This design comes from an exercise in tuning for small area, a short achievable clock period and few clock cycles per item on the open sky130 flow, not from production work. Where RTL was checked, it was by simulation tests only, not by an equivalence proof against the original. Only the layout flow was run in runs 1 to 3; the RTL was not checked for function there. Power is estimated from default activity; no workload was simulated.

===== flow/run.sh =====
#!/bin/bash
# The standard ORFS layout (standard.sh: the standard synthesis, floorplan, power grid, CTS
# and routing), with two changes in how it is made: the port buffers are buf_2 cells (the default
# choice is a slow delay buffer), and repair_timing keeps a larger setup margin than the 16 ns
# clock needs, so that it sizes and buffers the design for speed. Each step's full log stays in
# orfs/logs; make's output is in standard_flow.log.
set -euo pipefail
bash standard.sh "BUFFER_PORTS_ARGS=-buffer_cell sky130_fd_sc_hd__buf_2" SETUP_SLACK_MARGIN=11.4 finish > standard_flow.log 2>&1

===== standard.sh =====
#!/bin/bash
# synth_recipe.tcl (not shown) runs the flow's synth.tcl, then flattens the netlist and writes it again
# the make line also repeats each setting of config.mk as NAME=value (left out here)
make -C /OpenROAD-flow-scripts/flow DESIGN_CONFIG=/design/flow/config.mk WORK_HOME=/design/flow/orfs CLKGATE_MAP_FILE= SYNTH_SCRIPT=/design/flow/synth_recipe.tcl "${@:-finish}"

===== config.mk =====
export PLATFORM = sky130hd
export DESIGN_NAME = pn_eval
export DESIGN_NICKNAME = pn_eval
export VERILOG_FILES = /design/flow/design.v
export SDC_FILE = /design/flow/constraint.sdc
export NUM_CORES = 8
export LEC_CHECK = 0
export CAP_MARGIN = 20
export CORE_MARGIN = 2
export CORE_UTILIZATION = 60
export SETUP_SLACK_MARGIN = 1.0
export SLEW_MARGIN = 20

===== constraint.sdc =====
create_clock -name core_clock -period 16.0 [get_ports {clk}]
set_input_delay 3.2000 -clock core_clock [delete_from_list [all_inputs] [get_ports {clk}]]
set_output_delay 3.2000 -clock core_clock [all_outputs]
set_load 0.01 [all_outputs]

===== design.v =====
package pn_eval_pkg;
  localparam logic [1:0] OP_ADD = 2'b00;
  localparam logic [1:0] OP_SUB = 2'b01;
  localparam logic [1:0] OP_MUL = 2'b10;
  localparam logic [1:0] OP_RSV = 2'b11;
endpackage
module pn_alu #(
  parameter int DW = 30
) (
  input  logic [DW-1:0] x,
  input  logic [DW-1:0] m,
  input  logic [5:0]    bd,    
  input  logic          zsel,
  input  logic [DW-1:0] z,
  input  logic          zc,
  output logic [DW-1:0] res
);
  logic [DW-1:0] pp0, pp1, row1, s, c, cv;
  logic [DW:0] sum;
  always_comb begin
    pp0 = (({DW{bd[0]}} & m) | ({DW{bd[1]}} & {m[DW-2:0], 1'b0})) ^ {DW{bd[2]}};
    pp1 = (({DW{bd[3]}} & m) | ({DW{bd[4]}} & {m[DW-2:0], 1'b0})) ^ {DW{bd[5]}};
    row1 = zsel ? z : {pp1[DW-3:0], bd[5], bd[5]};
    s = x ^ pp0 ^ row1;
    c = (x & pp0) | (x & row1) | (pp0 & row1);
    cv = {c[DW-2:0], bd[2]};
    sum = {s, 1'b1} + {cv, zsel ? zc : bd[5]};
    res = sum[DW:1];
  end
endmodule
module pn_booth (
  input  logic [4:0] w,
  output logic [5:0] bd
);
  always_comb begin
    bd[0] = w[1] ^ w[0];
    bd[1] = (w[2] & ~w[1] & ~w[0]) | (~w[2] & w[1] & w[0]);
    bd[2] = w[2];
    bd[3] = w[3] ^ w[2];
    bd[4] = (w[4] & ~w[3] & ~w[2]) | (~w[4] & w[3] & w[2]);
    bd[5] = w[4];
  end
endmodule
module pn_eval #(
  parameter int DATA_W = 3,
  parameter int OUT_W = 64,
  parameter int MAX_LEN = 20
) (
  input  logic              clk,
  input  logic              rst,
  input  logic              in_valid,
  input  logic [DATA_W-1:0] in,
  input  logic              operator,
  input  logic              mode,
  output logic              out_valid,
  output logic [OUT_W-1:0]  out,
  output logic              err
);
  localparam int VD = 9;    
  localparam int PD = 9;    
  localparam int BD = 8;    
  localparam int DW = 30;
  function automatic integer vw(input integer j);
    case (j)
      0: vw = 30;   
      1: vw = 24;
      2: vw = 21;
      3: vw = 18;
      4: vw = 16;
      5: vw = 13;
      6: vw = 10;
      7: vw = 7;
      default: vw = 4;
    endcase
  endfunction
  logic active_q, ended_q, ov_q, err_q, errA_q, errF_q, mode_q;
  logic [4:0] lvl_q, bud_q;
  logic [2:0] wp_q, rp_q;        
  logic [BD-1:0][3:0] buf_q;
  logic first, a_err, fe, a_md, up;
  logic [4:0] a_lvl, a_bud, n_lvl;
  logic [5:0] n_bud;
  assign first = in_valid & ~active_q;
  always_comb begin
    a_md = first ? mode : mode_q;
    a_lvl = first ? (a_md ? 5'd0 : 5'd1) : lvl_q;
    a_bud = first ? (a_md ? 5'd21 : 5'd19) : bud_q;
    a_err = first ? 1'b0 : errA_q;
    up = a_md ^ operator;
    n_lvl = up ? a_lvl + 5'd1 : a_lvl - 5'd1;
    n_bud = up ? {1'b0, a_bud} - 6'd2 : {1'b0, a_bud};
    if (operator && in[1:0] == pn_eval_pkg::OP_RSV) a_err = 1'b1;
    if (a_md ? operator && a_lvl < 5'd2 : a_lvl == 5'd0) a_err = 1'b1;
    if (n_bud[5]) a_err = 1'b1;
    fe = errA_q | (mode_q ? lvl_q != 5'd1 : lvl_q != 5'd0);
  end
  logic ctv_q, ct_op_q;
  logic [2:0] ct_v_q;
  logic [DW-1:0] r_q;
  logic rv_q;
  logic [VD-1:0][DW-1:0] v_q;    
  logic [PD-1:0] pv_q, pl_q;    
  logic [PD-1:0][1:0] po_q;
  logic pend_q, mb_q;
  logic [16:0] q_q;
  logic xt_q, xr_q, mt_q, wt_q, zs_q, zc_q;
  logic [5:0] bd_q;
  logic [DW-1:0] t, x, m, z, res;
  logic [5:0] bd_d;
  logic [DW-1:0] r_d;
  logic rv_d;
  logic [VD-1:0][DW-1:0] v_d;
  logic [PD-1:0] pv_d, pl_d;
  logic [PD-1:0][1:0] po_d;
  logic pend_d, mb_d, ctv_d, ct_op_d, mode_d;
  logic [2:0] ct_v_d;
  logic [16:0] q_d;
  logic xt_d, xr_d, mt_d, wt_d, zs_d, zc_d, t4_d;
  logic consume, load, avail, clr, fin_a, fin_b, fin_err;
  assign t = v_q[0];
  for (genvar i = 0; i < PD; i++) begin : g_pv
    assign pv_q[i] = po_q[i] != 2'b11;
    assign pv_d[i] = po_d[i] != 2'b11;
  end
  always_comb begin
    x = ({DW{xt_q}} & t) | ({DW{xr_q}} & r_q);
    m = mt_q ? t : r_q;
    z = {{(DW-3){zc_q}}, ct_v_q ^ {3{zc_q}}};
  end
  pn_alu #(.DW(DW)) u_alu (.x(x), .m(m), .bd(bd_q), .zsel(zs_q), .z(z), .zc(zc_q), .res(res));
  pn_booth u_bq (.w(q_d[4:0]), .bd(bq));
  logic [3:0] tn_d;    
  pn_booth u_bt (.w({tn_d, 1'b0}), .bd(bt));
  pn_booth u_br (.w({r_d[3:0], 1'b0}), .bd(br));
  logic a_step, a_tr, a_rv, a_fuse, a_ppush, a_fpush, a_lpush;
  logic [1:0] a_op;
  logic fz, sg, xt_p, mt_p, wt_p;
  logic [5:0] bq, bt, br, bm, bd_p, bpv;
  localparam logic [5:0] BD_ADD = 6'b000001;    
  localparam logic [5:0] BD_SUB = 6'b100101;    
  logic [2:0] rp_n;
  assign a_step = mb_q;
  assign a_tr = ~mb_q & (pend_q | (ctv_q & mode_q & ct_op_q));
  assign a_rv = ~mb_q & ~pend_q & ctv_q & ~mode_q & ~ct_op_q & pv_q[0] & pl_q[0];
  assign a_fuse = a_rv & pv_q[1] & pl_q[1] & ~po_q[1][1];
  assign a_ppush = ~mb_q & ~pend_q & ctv_q & mode_q & ~ct_op_q;
  assign a_fpush = ~mb_q & ~pend_q & ctv_q & ~mode_q & ct_op_q;
  function automatic logic mergeable(input logic [1:0] o0, o1, input logic v0, l0, v1, l1);
    mergeable = v0 & l0 & v1 & l1 & ((~o0[1] & ~o1[1]) |
                (o0 == pn_eval_pkg::OP_MUL & o1 == pn_eval_pkg::OP_MUL));
  endfunction
  logic a_mrg, n_mrg;
  assign a_mrg = a_fpush & mergeable(po_q[0], po_q[1], pv_q[0], pl_q[0], pv_q[1], pl_q[1]);
  assign a_lpush = ~mb_q & ~pend_q & ctv_q & ~mode_q & ~ct_op_q & ~(pv_q[0] & pl_q[0]);
  assign a_op = (~pend_q & mode_q) ? ct_v_q[1:0] : po_q[0];
  always_comb begin
    logic fr4, fq, swapq, single, mul;
    logic pop_v, push_v, land, land2, idle_next;
    mul = a_op == pn_eval_pkg::OP_MUL;
    fr4 = r_q[DW-1:3] == '0 || r_q[DW-1:3] == '1;
    single = wt_q | fr4;
    swapq = ((t[DW-1:7] == '0 || t[DW-1:7] == '1) && !(r_q[DW-1:7] == '0 || r_q[DW-1:7] == '1)) ||
            ((t[DW-1:11] == '0 || t[DW-1:11] == '1) && !(r_q[DW-1:11] == '0 || r_q[DW-1:11] == '1)) ||
            ((t[DW-1:15] == '0 || t[DW-1:15] == '1) && !(r_q[DW-1:15] == '0 || r_q[DW-1:15] == '1));
    fq = q_q[16:4] == '0 || q_q[16:4] == '1;
    r_d = r_q;
    rv_d = rv_q;
    v_d = v_q;
    pl_d = pl_q;
    po_d = po_q;
    pend_d = pend_q;
    mb_d = mb_q;
    q_d = q_q;
    consume = ctv_q & ~mb_q & ~pend_q;
    pop_v = 1'b0;
    push_v = 1'b0;
    land = 1'b0;
    land2 = 1'b0;
    if (a_step) begin
      r_d = res;
      v_d[0] = {t[DW-5:0], 4'b0};
      q_d = {{4{q_q[16]}}, q_q[16:4]};
      if (fq) begin
        mb_d = 1'b0;
        pop_v = 1'b1;
        if (!mode_q) land = 1'b1;
      end
    end
    if (a_tr) begin
      if (!mul || single) begin
        r_d = res;
        pop_v = 1'b1;
        if (pend_q) land = 1'b1;
      end else begin
        mb_d = 1'b1;
        if (swapq) begin
          r_d = '0;
          q_d = {t[15:0], 1'b0};
          v_d[0] = r_q;
        end else begin
          r_d = res;
          q_d = {{4{r_q[15]}}, r_q[15:3]};
          v_d[0] = {t[DW-5:0], 4'b0};
        end
      end
    end
    if (a_rv) begin
      r_d = res;
      if (a_fuse) begin
        land2 = 1'b1;
        pop_v = 1'b1;
      end else land = 1'b1;
    end
    if (a_ppush | a_lpush) begin
      push_v = rv_q & (mode_q | pv_q[0]);
      r_d = {{(DW-3){1'b0}}, ct_v_q};
      rv_d = 1'b1;
      if (!mode_q) pl_d[0] = 1'b1;
    end
    if (a_mrg & (~po_q[1][1] | single)) begin
      r_d = res;
      pop_v = 1'b1;
      po_d[0] = ct_v_q[1:0];
      pl_d[0] = 1'b0;
      po_d[1] = po_q[1][1] ? pn_eval_pkg::OP_MUL : {1'b0, po_q[0][0] ^ po_q[1][0]};
      pl_d[1] = 1'b1;
    end else if (a_fpush) begin
      for (int i = PD - 1; i > 0; i--) begin
        pl_d[i] = pl_q[i-1];
        po_d[i] = po_q[i-1];
      end
      pl_d[0] = 1'b0;
      po_d[0] = ct_v_q[1:0];
    end
    if (pop_v) begin
      for (int i = 0; i < VD - 1; i++) begin
        v_d[i] = v_q[i+1];
      end
    end
    if (push_v) begin
      for (int i = VD - 1; i > 0; i--) begin
        v_d[i] = v_q[i-1];
      end
      v_d[0] = r_q;
    end
    if (land) begin
      if ((mb_q | pend_q) & pv_q[1] & ~pl_q[1] & ctv_q & ct_op_q & ~mode_q) begin
        po_d[0] = ct_v_q[1:0];
        pl_d[0] = 1'b0;
        pl_d[1] = 1'b1;
        pend_d = 1'b0;
        consume = 1'b1;
      end else begin
        for (int i = 0; i < PD - 1; i++) begin
          pl_d[i] = pl_q[i+1];
          po_d[i] = po_q[i+1];
        end
        po_d[PD-1] = 2'b11;
        pl_d[PD-1] = 1'b0;
        pend_d = pv_q[1] & pl_q[1];
        pl_d[0] = pv_q[1];
      end
    end
    if (land2) begin
      for (int i = 0; i < PD - 2; i++) begin
        pl_d[i] = pl_q[i+2];
        po_d[i] = po_q[i+2];
      end
      po_d[PD-1] = 2'b11;
      pl_d[PD-1] = 1'b0;
      po_d[PD-2] = 2'b11;
      pl_d[PD-2] = 1'b0;
      pend_d = pv_q[2] & pl_q[2];
      pl_d[0] = pv_q[2];
    end
    avail = rp_q != wp_q || in_valid;
    load = (~ctv_q | consume) & avail;
    ctv_d = load | (ctv_q & ~consume);
    if (~ctv_q | consume) {ct_op_d, ct_v_d} = rp_q != wp_q ? buf_q[rp_q] : {operator, in};
    else {ct_op_d, ct_v_d} = {ct_op_q, ct_v_q};
    rp_n = rp_q + 3'(load);
    mode_d = first ? mode : mode_q;
    idle_next = ~(ctv_q & ~consume) & ~(rp_q != wp_q) & ~pend_d & ~mb_d;
    fin_a = active_q & ~ov_q & ~ended_q & ~fe & idle_next;   
    fin_b = active_q & ~ov_q & ended_q & ~errF_q & idle_next;
    fin_err = active_q & ~ov_q & ended_q & errF_q;
    if (fin_err) r_d = '0;
    t4_d = push_v ? fr4 : pop_v ? v_q[1][DW-1:3] == '0 || v_q[1][DW-1:3] == '1 :
                                  t[DW-1:3] == '0 || t[DW-1:3] == '1;
    tn_d = push_v ? r_q[3:0] : pop_v ? v_q[1][3:0] : t[3:0];
    fz = po_d[1] != 2'b11 & pl_d[1] & ~po_d[1][1];    
    sg = fz & po_d[1][0];                     
    bm = t4_d ? bt : br;
    n_mrg = ct_op_d & mergeable(po_d[0], po_d[1], po_d[0] != 2'b11, pl_d[0], po_d[1] != 2'b11, pl_d[1]);
    case (pend_d ? po_d[0] : mode_q ? ct_v_d[1:0] : po_d[1])
      pn_eval_pkg::OP_MUL: {xt_p, mt_p, wt_p, bd_p} = {1'b0, ~t4_d, t4_d, bm};
      pn_eval_pkg::OP_SUB: {xt_p, mt_p, wt_p, bd_p} = {3'b100, BD_SUB};
      default: {xt_p, mt_p, wt_p, bd_p} = {3'b100, BD_ADD};
    endcase
    case ({sg, ct_v_d})
      4'b0000: bpv = 6'b000000;
      4'b0001: bpv = 6'b000001;
      4'b0010: bpv = 6'b001110;
      4'b0011: bpv = 6'b001101;
      4'b0100: bpv = 6'b001000;
      4'b0101: bpv = 6'b001001;
      4'b0110: bpv = 6'b010110;
      4'b0111: bpv = 6'b010101;
      4'b1000: bpv = 6'b000000;
      4'b1001: bpv = 6'b100101;
      4'b1010: bpv = 6'b100110;
      4'b1011: bpv = 6'b101001;
      4'b1100: bpv = 6'b101000;
      4'b1101: bpv = 6'b101101;
      4'b1110: bpv = 6'b101110;
      default: bpv = 6'b110001;
    endcase
    xr_d = mb_d;
    zs_d = 1'b0;
    zc_d = sg ^ po_d[0][0];
    if (mb_d) {xt_d, mt_d, wt_d, bd_d} = {3'b010, bq};
    else if (pend_d | mode_q | n_mrg) {xt_d, mt_d, wt_d, bd_d} = {xt_p, mt_p, wt_p, bd_p};
    else begin
      zs_d = po_d[0] != pn_eval_pkg::OP_MUL;
      {xt_d, mt_d, wt_d} = {fz, 2'b00};
      bd_d = po_d[0] == pn_eval_pkg::OP_MUL ? bpv : sg ? BD_SUB : BD_ADD;
    end
    clr = rst | ov_q;
    if (clr) begin
      ctv_d = 1'b0;
      mb_d = 1'b0;
      pend_d = 1'b0;
      po_d = '1;
      pl_d = '0;
      rv_d = 1'b0;
    end
  end
  for (genvar j = 0; j < VD; j++) begin : g_v
    localparam int WJ = vw(j);
    logic [WJ-1:0] st_q;
    always_ff @(posedge clk) st_q <= v_d[j][WJ-1:0];
    assign v_q[j] = {{(DW-WJ){st_q[WJ-1]}}, st_q};
  end
  always_ff @(posedge clk) begin
    r_q <= r_d;
    q_q <= q_d;
    po_q <= po_d;
    {ct_op_q, ct_v_q} <= {ct_op_d, ct_v_d};
    mode_q <= mode_d;
    buf_q[wp_q] <= {operator, in};
    if (in_valid) begin
      lvl_q <= n_lvl;
      bud_q <= n_bud[4:0];
    end
    err_q <= fin_err;
    {xt_q, xr_q, mt_q, wt_q, zs_q, zc_q, bd_q} <= {xt_d, xr_d, mt_d, wt_d, zs_d, zc_d, bd_d};
    ctv_q <= ctv_d;
    mb_q <= mb_d;
    pend_q <= pend_d;
    pl_q <= pl_d;
    rv_q <= rv_d;
    if (clr) begin
      active_q <= 1'b0;
      ended_q <= 1'b0;
      ov_q <= 1'b0;
      errA_q <= 1'b0;
      errF_q <= 1'b0;
      wp_q <= '0;
      rp_q <= '0;
    end else begin
      active_q <= active_q | in_valid;
      if (active_q & ~ended_q & ~in_valid) begin
        ended_q <= 1'b1;
        errF_q <= fe;
      end
      ov_q <= (~in_valid & fin_a) | fin_b | fin_err;
      if (in_valid) errA_q <= a_err;
      wp_q <= wp_q + 3'(in_valid);
      rp_q <= rp_n;
    end
  end
  assign out_valid = ov_q;
  assign err = err_q;
  assign out = {{(OUT_W-DW){r_q[DW-1]}}, r_q};
endmodule

==> results.toml, run 1 <==
[sta]
worst_pin_slew_ps = 1020
min_period_ps = 4600
finalCritPeriodShare_pct = 28.7
rsz0062_at_grt = "true"
worst_slack_ps = 11400
maxSlewViolCount = 0
fmax_mhz = 217
fin_hold_ws_ps = 465
max-slew-margin-rel_pct = 32.2
setup_violations = 0
fin_worst_skew_ps = 11.4
tns_ps = 0
hold_viol_final = 0

[floorplanning]
die_y_um = 180
rows = 64
core_um2 = 30600
dieArea_um2 = 32400
start_util_pct = 60.8
die_w_um = 180
io_pins = 74

[worst_setup_path]
cpMaxStageDelayCell = "xnor2_2"
critPathArrivalTime_ps = 4880
ff2ff_setup_slack_ps = 11510
slowest_delay_ps = 270
crit_chain = "buf_12 > nand2b_4 > nor2_4 > a21oi_2 > xnor2_2 > buf_4 > fa_2 > inv_1 > a21o_1 > a21oi_2 > xor2_1 > xnor2_1"
rr_worst_depth = 18
path_class = "input pin to register"
start_kind = "input pin"
path_common_cell = "a21oi_2"
cp-end-kind = "register"
cp_max_fo = 10
required_ps = 16280

[synth]
synth_edf_count = 123
syn_inst = 2139
synth.largest_area_cell = "edfxtp_1"
synth-main-ff-cell = "dfxtp_1"
synth.distinct_cells = 96
syn-num-nets = 2226
synthArstFlopShare_pct = 0
yosysWarnings = 3
synth.area.top_cells = "edfxtp_1 20%, dfxtp_1 18%, nand2_1 8.4%"
ys_seq_area_share_pct = 37.9
synth.top_cell.area_share_pct = 19.9
netlist_area_um2 = 18600
syn_area_per_cell_um2 = 8.69
ys_seq_elements = 291

[grt]
overflow = 0
grt_pass1_vias = 14500
antenna_found_initial = 0
grt_max_degree = 112
grt_pass1_wl_um = 77200
grt_usage_pct = 28.7

[run_status]
status = "no timing/DRC/antenna violations"

[cells_and_area]
finalNonFillerCells = 2542
num-nets-final = 2209
regArea_um2 = 7070
diodes = 0
fill_cells = 2518
drive_above_1_share_pct = 15.0
stdcell_area_um2 = 20600
final_cell_mix = "415 x nand2_1, 179 x nor2_1, 159 x dfxtp_1"
multiInputGateArea_um2 = 10700
syn2layout_area_growth_pct = 10.6
layout_commonest_cell = "nand2_1"

[placement]
dpl_cell_area_um2 = 19000
place_congestion = 0.922
portBuffers = 73
hpwlAfterDp_um = 32400
place_ws_ps = 10280
dp.cells = 2456

[route]
viasPerCell = 6.09
drt_pass1_iterations = 5
vias = 15500
drt_iter0_drc = 1174
drtAntennaViolNets = 0
wl_per_cell_um = 18.8
postRouteWirelength_um = 47800
drc_errors = 0

[clocking]
root_buffer = "clkbuf_16"
clock_latency_ps = 530
cts_sinks = 291
cts.clk_slew.worst_paths_ps = 60
ctsHoldBuffers = 0
cts_buffers = 34
cts.path.max_buffers = 3
htree_levels = 2
cts_tree = "built"

[pwr]
ir_drop_mv = 0.115
power-per-cell-area_nw_per_um2 = 207
leakagePower_uw = 0.00862

[run]
maxCapViolations = 0

[worst_hold_path]
hold-path-cell-count = 0
hp-class = "register to register"
==> sequential cells by signal, indices dropped and copies added, names as in the netlist, 3 cells and up <==
name and count:
r_q 30, g_v.st_q 143, bd_q 6, po_q 18, rp_q 3, bud_q 4
buf_q 32, wp_q 3, ct_v_q 3, q_q 17, lvl_q 5, pl_q 9
==> timing repair <==
action	4_1_cts	5_1_grt
pin swaps	9	24
buffers inserted	11	13
setup endpoints to repair	51	12
resized for setup	36	37
hold endpoints to repair	0	0
gates cloned	1	0
==> stage by stage <==
| stage | total power (µW) | util [%] |
|---|---|---|
| floorplan | 2780 | - |
| global route | 4570 | 67.2 |
| detailed placement | 3290 | 62.0 |
| CTS | 4140 | 66.4 |
| global placement | 3260 | 62.0 |
| finish | 4250 | 67.2 |
==> metal layers <==
metal	wire length (µm)	track usage, %	vias to the layer above
met5	0	0	-
met2	20500	42.1	602
met3	3660	4.51	64
met1	22600	44.0	7269
li1	-	-	7548
met4	995	7.65	0
==> where the power goes <==
group	switching, µW	internal [µW]
logic	1220	975
clock network	316	451
registers	318	977
==> layout make-up <==
cell class              instances  area share (%)
flip-flops and latches        291            34.4
clock buffers                  41            4.36
multi-input cells            1579            52.2
inverters                      95            1.75
repair buffers                121            3.92
well taps                     396            2.41
clock inverters                19           0.937
==> cells by family (layout without fill, tap and decap cells) <==
logic type / after synthesis / count (layout) / share of synthesized area (%)
adders and majority gates: 79 / 79 / 6.57
and+or+nand+nor: 811 / 811 / 19.6
xor gates and xnor gates: 106 / 106 / 4.99
muxes: 103 / 103 / 6.41
AOI/OAI and AO/OA: 480 / 480 / 18.4
buffers and inverters: 269 / 276 / 6.17
DFF: 291 / 291 / 37.9
==> final timing paths <==
check / startpoint / to
worst max register to register: mt_q$_SDFF_PP1_ / r_q[28]$_SDFFE_PP0P_
worst min-delay path: g_v[7].st_q[2]$_DFFE_PP_ / g_v[8].st_q[2]$_DFFE_PP_
worst min register to register: g_v[7].st_q[2]$_DFFE_PP_ / g_v[8].st_q[2]$_DFFE_PP_
worst max-delay path: in_valid / lvl_q[4]$_DFFE_PP_
==> synth_stat cells (4+ instances only) <==
cell type,n
a211o_1,6
a211oi_1,37
a21o_1,17
a21oi_1,85
a22o_1,43
a22oi_1,104
a31oi_1,10
and2_1,12
and3_1,5
and4_1,4
buf_1,23
buf_2,7
buf_4,34
clkbuf_1,109
dfxtp_1,168
edfxtp_1,123
fa_1,31
ha_1,48
inv_1,94
mux2_2,38
mux2i_1,56
mux4_2,8
nand2_1,417
nand2b_1,12
nand3_1,21
nand3b_1,4
nand4_1,23
nor2_1,182
nor2b_1,22
nor3_1,46
nor4_1,23
o21a_1,9
o21ai_0,60
o21ai_1,5
o21bai_1,11
o221ai_1,6
o22ai_1,30
o311ai_0,7
or2_2,6
or4_1,4
xnor2_1,34
xor2_1,72
==> critical path: cells and delay by family <==
kind / cells / cell delay (ps)
compound gates: 3 / 370
xor+xnor: 3 / 560
fa+ha+maj: 1 / 200
buf+inv: 3 / 310
simple gates: 2 / 220
==> run 2: changes to the inputs <==
--- a/config.mk
+++ b/config.mk
@@ -8,5 +8,6 @@
 export CAP_MARGIN = 20
 export CORE_MARGIN = 2
 export CORE_UTILIZATION = 60
+export GPL_ROUTABILITY_DRIVEN = 0
 export SETUP_SLACK_MARGIN = 1.0
 export SLEW_MARGIN = 20
==> run 2 against run 1 <==
Effect of this change:
- die area stayed put
- cell count is 0.67% higher
- clock skew is 4.9 ps higher
- routed wire length is 0.61% higher
- largest power group unchanged
==> results.toml, run 2 <==
[worst_setup_path]
required_ps = 16440
critPathArrivalTime_ps = 5060
regToRegEndpoint = "r_q[28]$_SDFFE_PP0P_"
r2r_start = "mt_q$_SDFF_PP1_"
start_kind = "input pin"
cp_max_fo = 6
path_class = "input pin to register"
rr_worst_depth = 20
cp-end-kind = "register"
ff2ff_setup_slack_ps = 11490

[sta]
fin_worst_skew_ps = 16.3
rsz0062_at_grt = "true"
min_period_ps = 4620
finalCritPeriodShare_pct = 28.9
worst_pin_slew_ps = 1000
fmax_mhz = 216
setup_violations = 0
max-slew-margin-rel_pct = 33.3
maxSlewViolCount = 0
hold_viol_final = 0
tns_ps = 0

[pwr]
p_sw_uw = 1870
power-per-cell-area_nw_per_um2 = 207
p_clk_share_pct = 17.9
power_report.internal_total_uw = 2450
seqPwrFrac_pct = 30.1
ir_drop_mv = 0.103
p_comb_share_pct = 52.0
leakagePower_uw = 0.00876
power_switching_share_pct = 43.3

[clocking]
cts_sinks = 291
clock_latency_ps = 520
root_buffer = "clkbuf_16"
cts_buffers = 34
htree_levels = 2
cts_tree = "built"
cts.path.max_buffers = 3
cts.clk_slew.worst_paths_ps = 60
ctsHoldBuffers = 0

[route]
drc_errors = 0
drtAntennaViolNets = 0
drt_iter0_drc = 1272
postRouteWirelength_um = 48100
viasPerCell = 6.14
wl_per_cell_um = 18.8
vias = 15700
drt_pass1_iterations = 6

[placement]
hpwlAfterDp_um = 32300
portBuffers = 73

[floorplanning]
start_util_pct = 60.8
rows = 64
die_w_um = 180
io_pins = 74
die_y_um = 180
core_um2 = 30600
dieArea_um2 = 32400

[cells_and_area]
largest_reg_flops = 143
reg_top3 = "g_v.st_q x143, buf_q x32, r_q x30"
final_util_pct = 68.3
drive_above_1_share_pct = 16.3
syn2layout_area_growth_pct = 12.4
layout_commonest_cell = "nand2_1"
top_register = "g_v.st_q"
diodes = 0
num-nets-final = 2225
fill_cells = 2505
final_cell_mix = "415 x nand2_1, 179 x nor2_1, 159 x dfxtp_1"

[synth]
synth_edf_count = 123
synth.top_cell.area_share_pct = 19.9
netlist_area_um2 = 18600
syn_area_per_cell_um2 = 8.69
synth-main-ff-cell = "dfxtp_1"
synth.distinct_cells = 96
synthTopCellsByCount = "417 x nand2_1, 182 x nor2_1, 168 x dfxtp_1"
syn-num-nets = 2226
syn_inst = 2139
ys_seq_elements = 291
synth.area.top_cells = "edfxtp_1 20%, dfxtp_1 18%, nand2_1 8.4%"
synth.largest_area_cell = "edfxtp_1"
synthArstFlopShare_pct = 0
yosysWarnings = 3
ys_seq_area_share_pct = 37.9
synth.most_common_cell = "nand2_1"

[grt]
grt_pass1_vias = 14500
grt_max_degree = 115
antenna_found_initial = 0
overflow = 0
grt_usage_pct = 28.5
grt_pass1_wl_um = 76900

[worst_hold_path]
holdPathEnd = "g_v[8].st_q[0]$_DFFE_PP_"
min-delay-start = "g_v[7].st_q[0]$_DFFE_PP_"
hp-class = "register to register"
hold-path-cell-count = 0

[run_status]
status = "no timing/DRC/antenna violations"

[run]
maxCapViolations = 0
==> run 2: cell types whose count changed in the layout (fill, tap and decap cells not counted), moves of 3 or more <==
| cell | before | now |
|---|---|---|
| clkinv_2 | 3 | 8 |
| mux2_4 | 2 | 7 |
| ha_1 | 39 | 36 |
| clkinv_1 | 10 | 4 |
| ha_4 | 4 | 7 |
| buf_4 | 44 | 54 |
| clkbuf_16 | 34 | 37 |
| mux2_2 | 36 | 31 |
==> run 2: per-layer routing <==
layer | vias to the layer above | track usage [%] | part of all wire, %
met5 | - | 0 | 0
met4 | 0 | 7.06 | 1.7
met3 | 66 | 3.96 | 7.3
met2 | 604 | 42.4 | 43
met1 | 7486 | 43.8 | 48
li1 | 7551 | - | -
==> run 2: cell families after synthesis <==
group                      Yosys count  share of synthesized area (%)
AOI/OAI and AO/OA                  480                           18.4
buffers and inverters              269                           6.17
adders and majority gates           79                           6.57
and+or+nand+nor                    811                           19.6
muxes                              103                           6.41
xor gates and xnor gates           106                           4.99
DFF                                291                           37.9
==> run 2: critical path, cell delays in order <==
cell and delay (ps):
buf_12 100, nand2_4 40, o21ai_2 60, mux2i_2 90
mux2_4 290, mux2i_4 170, ha_4 170, nand3b_1 130
a2bb2oi_1 170, or4b_1 550, o221ai_2 80
==> run 2: worst max path at each step <==
| stage | start | to |
|---|---|---|
| final | in[1] | bd_q[3]$_DFF_P_ |
| after global routing | in[1] | bd_q[4]$_DFF_P_ |
| after CTS | mt_q$_SDFF_PP1_ | r_q[28]$_SDFFE_PP0P_ |
| after detailed placement | in_valid | lvl_q[4]$_DFFE_PP_ |
| after global placement | in_valid | lvl_q[4]$_DFFE_PP_ |
| after floorplan | in[1] | bd_q[3]$_DFF_P_ |
==> run 2: final cells by class <==
type	count	area, µm²	share of cell area, %
flip-flops and latches	291	7080	33.9
repair buffers	137	986	4.72
clock inverters	16	170	0.814
clock buffers	45	953	4.56
inverters	95	362	1.73
well taps	396	495	2.37
multi-input cells	1579	10900	51.9
==> run 2: power by group through the flow <==
stage / clock (µW) / combinational [µW] / sequential, µW
2_1_floorplan: 0 / 1660 / 1120
3_3_place_gp: 0 / 1960 / 1290
3_5_place_dp: 0 / 1990 / 1300
4_1_cts: 785 / 2080 / 1280
5_1_grt: 812 / 2500 / 1320
6_report: 772 / 2250 / 1300
==> run 2: stage by stage <==
| step | cell area [µm²] | total power (µW) | worst slack (ps) | hold WS [ps] | std cells |
|---|---|---|---|---|---|
| after floorplan | 18700 | 2780 | 10910 | 426 | 2139 |
| after global placement | 19000 | 3250 | 10390 | 430 | 2453 |
| after detailed placement | 19000 | 3280 | 10280 | 434 | 2453 |
| after CTS | 20400 | 4150 | 11390 | 450 | 2529 |
| after global routing | 20900 | 4630 | 11300 | 470 | 2559 |
| final | 20900 | 4320 | 11380 | 452 | 2559 |
==> run 2: repair_timing <==
item	in CTS	in global routing
cloned	1	2
resized for setup	38	55
pin swaps	9	29
buffers inserted	14	27
endpoints found under the setup margin	52	26
==> run 3: changes to the inputs <==
--- a/design.v
+++ b/design.v
@@ -97,7 +97,6 @@
   logic ctv_q, ct_op_q;
   logic [2:0] ct_v_q;
   logic [DW-1:0] r_q;
-  logic rv_q;
   logic [VD-1:0][DW-1:0] v_q;    
   logic [PD-1:0] pv_q, pl_q;    
   logic [PD-1:0][1:0] po_q;
@@ -108,7 +107,6 @@
   logic [DW-1:0] t, x, m, z, res;
   logic [5:0] bd_d;
   logic [DW-1:0] r_d;
-  logic rv_d;
   logic [VD-1:0][DW-1:0] v_d;
   logic [PD-1:0] pv_d, pl_d;
   logic [PD-1:0][1:0] po_d;
@@ -159,12 +157,9 @@
     mul = a_op == pn_eval_pkg::OP_MUL;
     fr4 = r_q[DW-1:3] == '0 || r_q[DW-1:3] == '1;
     single = wt_q | fr4;
-    swapq = ((t[DW-1:7] == '0 || t[DW-1:7] == '1) && !(r_q[DW-1:7] == '0 || r_q[DW-1:7] == '1)) ||
-            ((t[DW-1:11] == '0 || t[DW-1:11] == '1) && !(r_q[DW-1:11] == '0 || r_q[DW-1:11] == '1)) ||
-            ((t[DW-1:15] == '0 || t[DW-1:15] == '1) && !(r_q[DW-1:15] == '0 || r_q[DW-1:15] == '1));
+    swapq = !(r_q[DW-1:15] == '0 || r_q[DW-1:15] == '1);
     fq = q_q[16:4] == '0 || q_q[16:4] == '1;
     r_d = r_q;
-    rv_d = rv_q;
     v_d = v_q;
     pl_d = pl_q;
     po_d = po_q;
@@ -192,16 +187,10 @@
         pop_v = 1'b1;
         if (pend_q) land = 1'b1;
       end else begin
+        r_d = '0;
         mb_d = 1'b1;
-        if (swapq) begin
-          r_d = '0;
-          q_d = {t[15:0], 1'b0};
-          v_d[0] = r_q;
-        end else begin
-          r_d = res;
-          q_d = {{4{r_q[15]}}, r_q[15:3]};
-          v_d[0] = {t[DW-5:0], 4'b0};
-        end
+        q_d = swapq ? {t[15:0], 1'b0} : {r_q[15:0], 1'b0};
+        v_d[0] = swapq ? r_q : t;
       end
     end
     if (a_rv) begin
@@ -212,9 +201,8 @@
       end else land = 1'b1;
     end
     if (a_ppush | a_lpush) begin
-      push_v = rv_q & (mode_q | pv_q[0]);
+      push_v = mode_q | pv_q[0];
       r_d = {{(DW-3){1'b0}}, ct_v_q};
-      rv_d = 1'b1;
       if (!mode_q) pl_d[0] = 1'b1;
     end
     if (a_mrg & (~po_q[1][1] | single)) begin
@@ -332,7 +320,6 @@
       pend_d = 1'b0;
       po_d = '1;
       pl_d = '0;
-      rv_d = 1'b0;
     end
   end
   for (genvar j = 0; j < VD; j++) begin : g_v
@@ -358,7 +345,6 @@
     mb_q <= mb_d;
     pend_q <= pend_d;
     pl_q <= pl_d;
-    rv_q <= rv_d;
     if (clr) begin
       active_q <= 1'b0;
       ended_q <= 1'b0;
--- a/config.mk
+++ b/config.mk
@@ -8,6 +8,5 @@
 export CAP_MARGIN = 20
 export CORE_MARGIN = 2
 export CORE_UTILIZATION = 60
-export GPL_ROUTABILITY_DRIVEN = 0
 export SETUP_SLACK_MARGIN = 1.0
 export SLEW_MARGIN = 20
==> run 3 against run 2 <==
Effect of this change:
- still clean
- first-iteration DRC count grew 7.3%
- combinational power up 25%
- non-clock buffer count increased by 1
- die area rose by 0.96%
- sequential power rose by 5%
- area after synthesis increased by 0.98%
- cell count fell by 0.23%
- flip-flop and latch count is 1 lower
- clock skew about the same
- via count increased by 1.9%
- worst hold slack improved by 4.2 ps
- utilization increased by 0.067 points
- largest cell class unchanged
==> results.toml, run 3 <==
[clocking]
cts_buffers = 35
cts.path.max_buffers = 3
cts_sinks = 290
htree_levels = 2
clock_latency_ps = 530
root_buffer = "clkbuf_16"
cts.clk_slew.worst_paths_ps = 60
cts_tree = "built"

[synth]
syn_inst = 2117
synth_compound_area_share_pct = 16.7
ys_seq_area_share_pct = 39.1
synth.most_common_cell = "nand2_1"
synthAdderAreaFrac_pct = 6.50
synthTopCellsByCount = "395 x nand2_1, 181 x nor2_1, 153 x edfxtp_1"
synth_top_family_by_area = "simple AND/OR/NAND/NOR gates"
synth_xor_area_share_pct = 5.04
synth.largest_area_cell = "edfxtp_1"
synth-main-ff-cell = "edfxtp_1"
syn_area_per_cell_um2 = 8.87
synth_edf_count = 153
ys_seq_elements = 290
netlist_area_um2 = 18800
yosysWarnings = 3
synth.distinct_cells = 82
syn-num-nets = 2204
synth-simple-area-share_pct = 18.8
synth_mux_area_share_pct = 7.79
synth.top_cell.area_share_pct = 24.5
synth.area.top_cells = "edfxtp_1 24%, dfxtp_1 15%, nand2_1 7.9%"
synthArstFlopShare_pct = 0

[worst_setup_path]
start_kind = "register"
crit_chain = "buf_2"
cp_num_buf_inv = 1
required_ps = 12800
cp-end-kind = "output pin"
critPathArrivalTime_ps = 1370
path_class = "register to output pin"
cp_max_fo = 8
cpMaxStageDelayCell = "dfxtp_1"
slowest_delay_ps = 630
path_delay_family = "flip-flops"

[sta]
tns_ps = 0
maxSlewViolCount = 0
fin_worst_skew_ps = 15.8
worst_pin_slew_ps = 1020
fmax_mhz = 219
max-slew-margin-rel_pct = 32.1
hold_viol_final = 0
setup_violations = 0
rsz0062_at_grt = "true"
min_period_ps = 4570
worst_slack_ps = 11430
finalCritPeriodShare_pct = 28.6

[floorplanning]
dieArea_um2 = 32700
core_um2 = 30700
io_pins = 74
die_y_um = 181
rows = 64
die_w_um = 181
start_util_pct = 61.2

[route]
wl_per_cell_um = 20.0
drc_errors = 0
viasPerCell = 6.27
drt_pass1_iterations = 6
vias = 16000
postRouteWirelength_um = 50900
drt_iter0_drc = 1365
drtAntennaViolNets = 0

[cells_and_area]
diodes = 0
num-nets-final = 2217
reg_top3 = "g_v.st_q x143, buf_q x32, r_q x30"
largest_reg_flops = 143
syn2layout_area_growth_pct = 11.7
final_cell_mix = "393 x nand2_1, 176 x nor2_1, 153 x edfxtp_1"
final_util_pct = 68.4
top_register = "g_v.st_q"
layout_commonest_cell = "nand2_1"
drive_above_1_share_pct = 15.9

[pwr]
ir_drop_mv = 0.139
leakagePower_uw = 0.00878
power-per-cell-area_nw_per_um2 = 237

[run_status]
status = "no timing/DRC/antenna violations"

[run]
maxCapViolations = 0

[worst_hold_path]
hp-class = "register to register"

[grt]
overflow = 0
grt_pass1_wl_um = 80000
grt_max_degree = 107
antenna_found_initial = 0
grt_usage_pct = 29.9
grt_pass1_vias = 14800

[placement]
hpwlAfterDp_um = 33500
place_ws_ps = 10330
place_congestion = 0.904
portBuffers = 73
[run 3: cell count changes in the layout (fill, tap and decap cells not counted), moves of 7 or more]
cell / previous run / this run
a22o_1: 43 / 31
mux2i_1: 54 / 64
edfxtp_1: 123 / 153
o311ai_0: 7 / 0
nor3_1: 43 / 31
a21oi_1: 78 / 104
o211ai_1: 3 / 11
buf_4: 54 / 61
nand3_1: 20 / 33
o21ai_0: 56 / 37
dfxtp_1: 159 / 130
and3_1: 4 / 12
nand2_1: 415 / 393
mux2_2: 31 / 52
[run 3: final timing paths]
| check | from | to | slack [ps] | cells past startpoint |
|---|---|---|---|---|
| max reg2reg | mt_q$_SDFF_PP1_ | r_q[28]$_SDFFE_PP0P_ | 11600 | 19 |
| min reg2reg | buf_q[6]$_DFF_P_ | buf_q[6]$_DFF_P_ | 460 | 2 |
| max | r_q[4]$_SDFFE_PP0P_ | out[4] | 11430 | 1 |
| min | buf_q[6]$_DFF_P_ | buf_q[6]$_DFF_P_ | 460 | 2 |
[run 3: layout make-up]
type	count	area [µm²]
flip-flops and latches	290	7350
inverters	97	368
well taps	396	495
fillers	2530	9700
clock inverters	10	70.1
clock buffers	54	1080
multi-input cells	1568	10700
repair buffers	138	936
[run 3: per-layer routing]
| metal | vias up | track usage [%] | wire, µm |
|---|---|---|---|
| met4 | 0 | 10.1 | 1310 |
| met2 | 674 | 44.4 | 22100 |
| met1 | 7681 | 44.0 | 23000 |
| met5 | - | 0 | 0 |
| met3 | 103 | 5.64 | 4540 |
| li1 | 7549 | - | - |
[run 3: where the power goes]
| part | switching, µW | leakage, µW | internal, µW |
|---|---|---|---|
| logic | 1650 | 0.00562 | 1170 |
| registers | 291 | 0.00259 | 1080 |
| clock network | 315 | 0.000569 | 469 |
| total | 2260 | 0.00878 | 2710 |
[run 3: kinds of logic after synthesis]
family / Yosys count
simple gates: 792
compound gates: 459
flops: 290
buf+inv: 260
mux: 129
xor+xnor: 108
fa+ha+maj: 79
[run 3: through the flow]
step	hold slack, ps	total power (µW)	instances	area, µm²
after global routing	469	5320	2553	21000
after detailed placement	441	3930	2443	19100
after floorplan	420	3290	2117	18900
final	456	4970	2553	21000
after global placement	432	3880	2443	19100
after CTS	454	4760	2514	20400
[run 3: timing repair]
action / CTS / global route
buffers inserted: 7 / 36
pin swaps: 4 / 26
endpoints found under the setup margin: 49 / 22
hold endpoints to repair: 0 / 0
hold buffers: 0 / 0
resized for setup: 19 / 47
gates cloned: 0 / 3
==> run 4: changes to the inputs <==
--- a/design.v
+++ b/design.v
@@ -97,6 +97,7 @@
   logic ctv_q, ct_op_q;
   logic [2:0] ct_v_q;
   logic [DW-1:0] r_q;
+  logic rv_q;
   logic [VD-1:0][DW-1:0] v_q;    
   logic [PD-1:0] pv_q, pl_q;    
   logic [PD-1:0][1:0] po_q;
@@ -107,6 +108,7 @@
   logic [DW-1:0] t, x, m, z, res;
   logic [5:0] bd_d;
   logic [DW-1:0] r_d;
+  logic rv_d;
   logic [VD-1:0][DW-1:0] v_d;
   logic [PD-1:0] pv_d, pl_d;
   logic [PD-1:0][1:0] po_d;
@@ -157,9 +159,12 @@
     mul = a_op == pn_eval_pkg::OP_MUL;
     fr4 = r_q[DW-1:3] == '0 || r_q[DW-1:3] == '1;
     single = wt_q | fr4;
-    swapq = !(r_q[DW-1:15] == '0 || r_q[DW-1:15] == '1);
+    swapq = ((t[DW-1:7] == '0 || t[DW-1:7] == '1) && !(r_q[DW-1:7] == '0 || r_q[DW-1:7] == '1)) ||
+            ((t[DW-1:11] == '0 || t[DW-1:11] == '1) && !(r_q[DW-1:11] == '0 || r_q[DW-1:11] == '1)) ||
+            ((t[DW-1:15] == '0 || t[DW-1:15] == '1) && !(r_q[DW-1:15] == '0 || r_q[DW-1:15] == '1));
     fq = q_q[16:4] == '0 || q_q[16:4] == '1;
     r_d = r_q;
+    rv_d = rv_q;
     v_d = v_q;
     pl_d = pl_q;
     po_d = po_q;
@@ -201,8 +206,9 @@
       end else land = 1'b1;
     end
     if (a_ppush | a_lpush) begin
-      push_v = mode_q | pv_q[0];
+      push_v = rv_q & (mode_q | pv_q[0]);
       r_d = {{(DW-3){1'b0}}, ct_v_q};
+      rv_d = 1'b1;
       if (!mode_q) pl_d[0] = 1'b1;
     end
     if (a_mrg & (~po_q[1][1] | single)) begin
@@ -320,6 +326,7 @@
       pend_d = 1'b0;
       po_d = '1;
       pl_d = '0;
+      rv_d = 1'b0;
     end
   end
   for (genvar j = 0; j < VD; j++) begin : g_v
@@ -345,6 +352,7 @@
     mb_q <= mb_d;
     pend_q <= pend_d;
     pl_q <= pl_d;
+    rv_q <= rv_d;
     if (clr) begin
       active_q <= 1'b0;
       ended_q <= 1'b0;
==> run.sh (new file) <==
#!/bin/bash
# synth_recipe.tcl (not shown) runs the flow's synth.tcl, then flattens the netlist and writes it again
# the make line also repeats each setting of config.mk as NAME=value (left out here)
make -C /OpenROAD-flow-scripts/flow DESIGN_CONFIG=/design/flow/config.mk WORK_HOME=/design/flow/orfs CLKGATE_MAP_FILE= SYNTH_SCRIPT=/design/flow/synth_recipe.tcl finish
--- a/config.mk
+++ b/config.mk
@@ -8,5 +8,5 @@
 export CAP_MARGIN = 20
 export CORE_MARGIN = 2
 export CORE_UTILIZATION = 60
-export SETUP_SLACK_MARGIN = 1.0
+export SETUP_SLACK_MARGIN = 5
 export SLEW_MARGIN = 20
removed: flow/run.sh
removed: standard.sh
==> run 4 against run 3 <==
Effect of this change:
- design area shrank 1.5%
- setup slack got worse by 2000 ps
- area after synthesis grew 0.81%
- sequential share of layout area increased by 0.58 points
==> results.toml, run 4 <==
[run_status]
status = "no timing/DRC/antenna violations"

[clocking]
cts.clk_slew.worst_paths_ps = 60
ctsHoldBuffers = 0
cts_tree = "built"
cts_sinks = 291
cts_buffers = 35
cts-resized-gates = 0
cts.path.max_buffers = 3
htree_levels = 2
root_buffer = "clkbuf_16"
clock_latency_ps = 530
postCtsSetupBuffers = 0

[route]
drc_errors = 0
vias = 15600
viasPerCell = 6.19
drt_pass1_iterations = 6
postRouteWirelength_um = 48700
drtAntennaViolNets = 0
drt_iter0_drc = 1669
wl_per_cell_um = 19.3

[floorplanning]
io_pins = 74
die_y_um = 182
rows = 65
core_um2 = 31300
start_util_pct = 60.5
dieArea_um2 = 33000
die_w_um = 182

[synth]
synth_edf_count = 153
synth-main-ff-cell = "edfxtp_1"
synthArstFlopShare_pct = 0
synth.top_cell.area_share_pct = 24.3
syn_inst = 2127
netlist_area_um2 = 18900
synth.most_common_cell = "nand2_1"
synth.distinct_cells = 88
yosysWarnings = 3
ys_seq_area_share_pct = 38.9
ys_seq_elements = 291
synth.area.top_cells = "edfxtp_1 24%, dfxtp_1 15%, nand2_1 8.1%"
synth.largest_area_cell = "edfxtp_1"
syn-num-nets = 2214
synthTopCellsByCount = "410 x nand2_1, 170 x nor2_1, 153 x edfxtp_1"
syn_area_per_cell_um2 = 8.90

[sta]
max-slew-margin-rel_pct = 24.4
setup_violations = 0
tns_ps = 0
finalCritPeriodShare_pct = 41.3
worst_pin_slew_ps = 1130
fmax_mhz = 151
min_period_ps = 6610
fin_worst_skew_ps = 21.7
rsz0062_at_grt = "false"
hold_viol_final = 0
maxSlewViolCount = 0

[cells_and_area]
reg_top3 = "g_v.st_q x143, buf_q x32, r_q x30"
syn2layout_area_growth_pct = 9.14
final_cell_mix = "409 x nand2_1, 169 x nor2_1, 153 x edfxtp_1"
num-nets-final = 2183
fill_cells = 2625
drive_above_1_share_pct = 7.59
diodes = 0
largest_reg_flops = 143
layout_commonest_cell = "nand2_1"
top_register = "g_v.st_q"
finalNonFillerCells = 2523

[worst_setup_path]
path_class = "input pin to register"
start_kind = "input pin"
cp_max_fo = 15
required_ps = 16250
ff2ff_setup_slack_ps = 10990
critPathArrivalTime_ps = 6870
cp-end-kind = "register"

[placement]
portBuffers = 73
place_congestion = 0.893
hpwlAfterDp_um = 33700
dp.cells = 2461

[grt]
overflow = 0
grt_pass1_vias = 14700
antenna_found_initial = 0
grt_usage_pct = 29.5
grt_pass1_wl_um = 79300
grt_max_degree = 106

[pwr]
ir_drop_mv = 0.123
leakagePower_uw = 0.00810
power-per-cell-area_nw_per_um2 = 237

[worst_hold_path]
hp-class = "register to register"

[run]
maxCapViolations = 0
run 4: cell count changes after synthesis, moves of 8 or more:
cell     change
nand2_1     +15
a21oi_1     -14
nor2_1      -11
a22o_1       +9
nor2b_1      +9
o22a_1       +9
a21o_1       -8
nor3_1       -8
run 4: metal layers:
layer | global-route usage [%] | vias up | share of wire, %
li1 | - | 7486 | -
met1 | 45.0 | 7429 | 47
met2 | 43.5 | 632 | 42
met3 | 5.44 | 74 | 8.7
met4 | 6.99 | 0 | 1.9
met5 | 0 | - | 0
run 4: power breakdown:
| part | switching (µW) | internal, µW | total [µW] |
|---|---|---|---|
| sequential | 348 | 1030 | 1370 |
| clock | 317 | 447 | 764 |
| combinational | 1500 | 1270 | 2770 |
run 4: cell families after synthesis:
logic type	count (synthesis)	share of synthesized area, %
buf+inv	250	5.82
xor+xnor	110	5.09
simple gates	805	19.1
fa+ha+maj	79	6.45
mux	128	7.69
compound gates	464	17.0
flops	291	38.9
run 4: worst paths after layout:
check                      startpoint                        to  cells after the start
max                          in_valid        lvl_q[4]$_DFFE_PP_                     11
min          g_v[7].st_q[0]$_DFFE_PP_  g_v[8].st_q[0]$_DFFE_PP_                      0
max reg2reg           zs_q$_SDFF_PP0_      r_q[26]$_SDFFE_PP0P_                     16
min reg2reg  g_v[7].st_q[0]$_DFFE_PP_  g_v[8].st_q[0]$_DFFE_PP_                      0
run 4: area by class of cell:
type	count	area (µm²)	area share (%)
Multi-Input combinational cell	1586	10500	50.8
Timing Repair Buffer	90	858	4.15
Clock buffer	43	926	4.48
Inverter	92	348	1.68
Sequential cell	291	7360	35.6
Clock inverter	19	169	0.818
Tap cell	402	503	2.43
run 4: worst max-delay path: stages:
cell             delay (ps)
clkdlybuf4s50_1         890
nand2b_1                450
nor2_1                  300
a21oi_1                 100
xnor2_1                 700
inv_1                   210
ha_1                    390
a21o_1                  170
a21oi_1                 180
xor2_1                  190
xnor2_1                  80
run 4: metrics by stage:
stage          util (%)  power (µW)  hold WS (ps)  instance area, µm²  worst slack, ps
4_1_cts            66.0        4870           464               20700             9420
3_5_place_dp       62.5        4090           438               19600             8880
6_report           66.0        4910           460               20700             9390
2_1_floorplan         -        3400           426               18900            10560
5_1_grt            66.0        5310           484               20700             9090
3_3_place_gp       62.5        4040           433               19600             9060
Testbench counts of run 4, summed over its fixed seeds: cycles 4,712, items 384.

-- afterwards: timing with drivers on the ports --
Ports are ideal in the flow. The routed layouts listed here were re-timed in OpenROAD. Step 1: set_driving_cell puts a clkbuf_16 on clk and a buf_2 on each other input, an assumption about the parent block. Step 2 adds t to the input delays and takes it off the output delays; t is the mean of the earliest and latest rising clock arrival at the registers after step 1. Input paths then give back, and output paths get back, about the clock's delay inside the block. a / b / c = ideal ports / drivers / drivers and shift; a / b = the first two.
| run | shift t [ns] | slack for setup (ns) | worst setup path after step 2 |
|---|---|---|---|
| run 1 | 0.579 | 11.400 / 11.382 / 10.804 | input to register |
| run 2 | 0.575 | 11.378 / 11.342 / 10.767 | input to register |
| run 3 | 0.571 | 11.427 / 11.374 / 10.877 | input to register |
| run 4 | 0.573 | 9.385 / 9.412 / 8.838 | input to register |
After both steps every run listed still meets setup and hold. For run 2, which loses most, drivers alone change the setup slack by -0.036 ns; drivers and shift together by -0.611 ns.
